From an optimization exercise on the open Yosys and OpenROAD flow, aimed at small area, a short achievable clock period and few clock cycles; shortcuts taken in it are not production practice. No functional check of the RTL was part of any run shown here.

==> flow/design.v, too long to show whole: its modules and the start of the top module <==
// module matmul_sequencer: 97 lines
// module mac_accumulate: 1903 lines
// module result_writer: 18 lines
// module matmul_top: 58 lines
module matmul_top (
	input  logic                clk,
	input  logic                reset_n,
	input  logic                dut_valid,
	output logic                dut_ready,
	output matmul_pkg::mm_addr_t a_rd_addr,
	input  matmul_pkg::mm_data_t a_rd_data,
	output matmul_pkg::mm_addr_t b_rd_addr,
	input  matmul_pkg::mm_data_t b_rd_data,
	output logic                c_wr_en,
	output matmul_pkg::mm_addr_t c_wr_addr,
	output matmul_pkg::mm_data_t c_wr_data
);
  // ...
==> flow/run.sh <==
#!/bin/bash
# synth_recipe.tcl (not shown) runs the flow's synth.tcl, then flattens the netlist and writes it again
# the make line also repeats each setting of config.mk as NAME=value (left out here)
make -C /OpenROAD-flow-scripts/flow DESIGN_CONFIG=/design/flow/config.mk WORK_HOME=/design/flow/orfs CLKGATE_MAP_FILE= SYNTH_SCRIPT=/design/flow/synth_recipe.tcl finish
==> flow/config.mk <==
export PLATFORM = sky130hd
export DESIGN_NAME = matmul_top
export DESIGN_NICKNAME = matmul_top
export VERILOG_FILES = /design/flow/design.v
export SDC_FILE = /design/flow/constraint.sdc
export NUM_CORES = 4
export LEC_CHECK = 0
export ABC_AREA = 1
export CAP_MARGIN = 20
export CORE_MARGIN = 2
export CORE_UTILIZATION = 40
export SETUP_SLACK_MARGIN = 5
export SLEW_MARGIN = 20
==> flow/constraint.sdc <==
create_clock -name core_clock -period 10.0 [get_ports {clk}]
set_input_delay 2.0000 -clock core_clock [delete_from_list [all_inputs] [get_ports {clk}]]
set_output_delay 2.0000 -clock core_clock [all_outputs]
set_load 0.01 [all_outputs]
==> summary.txt, run 1 <==
Status - finished clean
Die Span X - 236 um
DR top layer - met4
# setup viols final - 0
Clock slew at reported path FFs - 0.06 ns
Hold depth - 0
Syn. warnings - 3
Core ar. - 53600 um2
Hold buffers post-CTS - 0
Non-Filler Instances - 3247
Largest family of logic cells by synthesized area - adder cells
Multi-input logic area - 13000 um2
Cell with the most instances after synthesis - inv_1
Dominant kind of cell - multi-input gates
Sequential cell count - 293
Pre-CTS setup slack - 5.86 ns
N_taps - 696
WL met1 - 26.8 mm
Pin count of the biggest net entering global routing - 54
Synthesis-to-layout area growth - 13.9%
Worst hold slack - 0.336 ns
Post-CTS setup buffer count - 0
Non-clk buf share - 0.0530
Clock Latency Late Sink - 0.58 ns
Min-Delay Path Class - register to register
WL met2 - 29.3 mm
Hold Vio Cnt, Final - 0
DR pass1 iterations - 7
DR iter-0 viols - 1339
Fmax - 0.238 GHz
Fraction of area in multi-input gates - 0.528
#FFs+latches synth - 293
CP Depth - 18
==> run 2, diff against run 1 <==
--- a/flow/config.mk
+++ b/flow/config.mk
@@ -10,3 +10,4 @@
 export CORE_MARGIN = 2
-export CORE_UTILIZATION = 40
+export CORE_UTILIZATION = 65
+export PLACE_DENSITY = 0.8
 export SETUP_SLACK_MARGIN = 5
==> summary.txt, run 2 <==
Post-Route WL - 61.6 mm (was 63.7 mm)
Number of synthesized flops with an enable pin - 9 (unchanged)
Clock Latency Late Sink - 0.60 ns (was 0.58 ns)
FFs w/ async S/R, synth - 0.181 (unchanged)
Synth cell types - 50 (unchanged)
Die Span X - 186 um (was 236 um)
Inserted Diodes - 0 (was 2)
Req. time, crit path - 10.50 ns (was 10.45 ns)
Fmax - 0.233 GHz (was 0.238 GHz)
Crit path DAT - 4.79 ns (was 4.65 ns)
DR pass1 iterations - 9 (was 7)
Crit. End Element - register (unchanged)
Rows - 66 (was 85)
Setup TNS Final - 0 ns (unchanged)
DP HPWL - 44.8 mm (was 47.8 mm)
Top flop regs - u_mac.mid_q: 119 flops, u_mac.aq: 32 flops, u_mac.c_wr_data: 32 flops (unchanged)
CTS tree - yes (unchanged)
Io pins - 149 (unchanged)
CTS HTree Levels - 1 (was 2)
Share of cells above drive strength 1 - 0.0473 (was 0.0510)
Cell count after synthesis - 2453 (unchanged)
# setup viols final - 0 (unchanged)
Die Y - 186 um (was 236 um)
Pin count of the biggest net entering global routing - 54 (unchanged)
Vias per inst - 5.82 (was 5.14)
Final net count - 2881 (was 2888)
Hold Vio Cnt, Final - 0 (unchanged)
Post-CTS setup buffer count - 0 (unchanged)
R2R setup slack - 5.71 ns (was 5.80 ns)
DRC Markers - 0 (unchanged)
Core ar. - 32600 um2 (was 53600 um2)
Initial core utilization - 0.661 (was 0.402)
Post-CTS Resized - 0 (unchanged)
Largest cells by area after synthesis - dfxtp_1 21%, fa_1 21%, xor2_1 12%, inv_1 7.9%, o22ai_1 7.0% (unchanged)
Peak fanout along the critical path - 17 (was 13)
Worst Setup Path Type - register to register (unchanged)
Min-Delay Path Class - register to register (unchanged)
Post-route cell area - 23900 um2 (was 24600 um2)
Startpoint Class - register (unchanged)
Slew margin rel. - 0.209 (was 0.235)
Sequential fraction of the synthesis area - 0.289 (unchanged)
Clock Sink Count - 293 (unchanged)
Final Slew Violations - 0 (unchanged)
Num CTS Buffers - 31 (was 36)
Vias in the first global route - 17900 (was 17300)
Yosys top cell area share - 0.214 (unchanged)
Synth top cells by count - 454 x inv_1, 346 x nand2_1, 294 x xor2_1 (unchanged)
Worst clock skew - 0.0186 ns (was 0.0289 ns)
Final min period - 4.29 ns (was 4.20 ns)
Mapped Area - 21600 um2 (unchanged)
Worst-margin pin slew - 1.18 ns (was 1.14 ns)
Cell with the most instances after synthesis - inv_1 (unchanged)
Clk buf depth - 3 (unchanged)
Status - finished clean (unchanged)
Fin util - 0.733 (was 0.458)
Initial antenna violation count - 0 (was 2)
Post-route ant nets - 0 (unchanged)
WL/cell - 20.7 um (was 19.6 um)
Synthesis-to-layout area growth - 10.8% (was 13.9%)
Ys flop type - dfxtp_1 (unchanged)
Grt total ovfl - 0 (unchanged)
Syn. warnings - 3 (unchanged)
All-Layer GR Usage - 0.366 (was 0.230)
Tcrit/Tclk final - 0.429 (was 0.420)
Syn_area_per_cell - 8.79 um2 (unchanged)
Max FFs per register - 119 (unchanged)
RSZ-0062 raised after global routing - false (unchanged)
# port buffers - 120 (unchanged)
First-pass GRT wire length - 95.8 mm (was 98.9 mm)
DIE AREA - 34700 um2 (was 55800 um2)
Biggest register - u_mac.mid_q (unchanged)
DR iter-0 viols - 1592 (was 1339)
Clock slew at reported path FFs - 0.07 ns (was 0.06 ns)
Hold buffers post-CTS - 0 (unchanged)
Final GP Congestion - 0.964 (was 0.925)
Most frequent cells in the layout - 452 x inv_1, 346 x nand2_1, 294 x xor2_1 (was 454 x inv_1, 346 x nand2_1, 294 x xor2_1)
Clk root buf - clkbuf_16 (unchanged)
Area leader, netlist - dfxtp_1 (unchanged)
Max-cap viol count - 0 (unchanged)
Vias - 17300 (was 16700)
#FFs+latches synth - 293 (unchanged)
Placed inst area - 22900 um2 (was 23200 um2)
Commonest non-fill, non-tap cell in the layout - inv_1 (unchanged)
run 2: layer usage:
layer / routed length, um / track usage / vias to the layer above
li1: - / - / 7751
met5: 0 / 0 / -
met2: 28900 / 0.608 / 1042
met4: 3590 / 0.190 / 0
met1: 22900 / 0.447 / 8253
met3: 6220 / 0.0851 / 287
run 2: final timing paths:
kind	from	to	depth (start not counted)
worst min register to register	u_sequencer.elem_first$_DFF_PN0_	u_mac.q_first$_DFF_PN0_	0
max in group asynchronous	reset_n	u_writer.c_wr_addr[3]$_DFFE_PN0P_	2
worst max register to register	u_mac.m_first$_DFF_PN0_	u_mac.c_wr_data[28]$_DFF_P_	14
min in group asynchronous	reset_n	u_sequencer.a_addr[1]$_DFFE_PN0P_	2
worst max-delay path	u_mac.m_first$_DFF_PN0_	u_mac.c_wr_data[28]$_DFF_P_	14
worst min-delay path	u_sequencer.elem_first$_DFF_PN0_	u_mac.q_first$_DFF_PN0_	0
run 2: kinds of logic after synthesis:
group / after synthesis / share of synthesized area
AOI/OAI and AO/OA: 348 / 0.0981
xor gates and xnor gates: 312 / 0.127
adders and majority gates: 299 / 0.252
buffers and inverters: 617 / 0.115
DFF: 293 / 0.289
muxes: 15 / 0.00777
other: 1 / 0.000174
and+or+nand+nor: 568 / 0.112
run 2: per-stage QoR:
step | cells | worst slack, ns | hold WS [ns]
floorplan | 2480 | 6.75 | 0.326
global placement | 2924 | 5.94 | 0.331
detailed placement | 2924 | 5.80 | 0.335
CTS | 2979 | 5.85 | 0.347
global route | 2979 | 5.39 | 0.350
finish | 2979 | 5.71 | 0.346
run 2: layout make-up:
cell class                      count  area, um2
Clock buffer                       39        890
Clock inverter                     16        144
Fill cell                        2406       8720
Inverter                          487       1830
Multi-Input combinational cell   1570      13000
Sequential cell                   293       6220
Tap cell                          442        553
Timing Repair Buffer              132       1290
run 2: worst max-delay path, stage by stage, from the launching register on:
cell	delay, ns
dfrtp_1	0.37
buf_4	0.22
inv_1	0.49
nand2_1	0.18
fa_1	0.45
inv_1	0.09
fa_1	0.43
ha_1	0.37
nand2_1	0.10
o21ai_0	0.19
a21oi_1	0.13
o21ai_0	0.73
nand2_1	0.21
nand3_1	0.15
nand2_1	0.05

[afterwards: timing with drivers on the ports]
How much do the figures lean on ideal ports? The routed layouts below were timed once more, with nothing changed but the port constraints. Step 1: set_driving_cell puts a clkbuf_16 on clk and a buf_2 on each other input, an assumption about the parent block. Step 2 moves the port delays by t, midway between the first and last clock arrival at a register: inputs arrive t later, outputs are due t later. That takes back most of the time a late clock gives input paths. Slacks: no drivers / after step 1 / after step 2; pairs: no drivers / after step 1.
run	shift t [ns]	setup slack, ns	latest minus earliest clock arrival (ns)	slew at the worst register clock pin (ns)	worst data-port slew with drivers (ns)
run 1	0.625	5.801 / 5.801 / 5.801	0.028 / 0.029	0.07 / 0.07	0.07
run 2	0.643	5.711 / 5.711 / 5.711	0.019 / 0.020	0.07 / 0.07	0.06
After both steps every run listed still meets setup and hold.
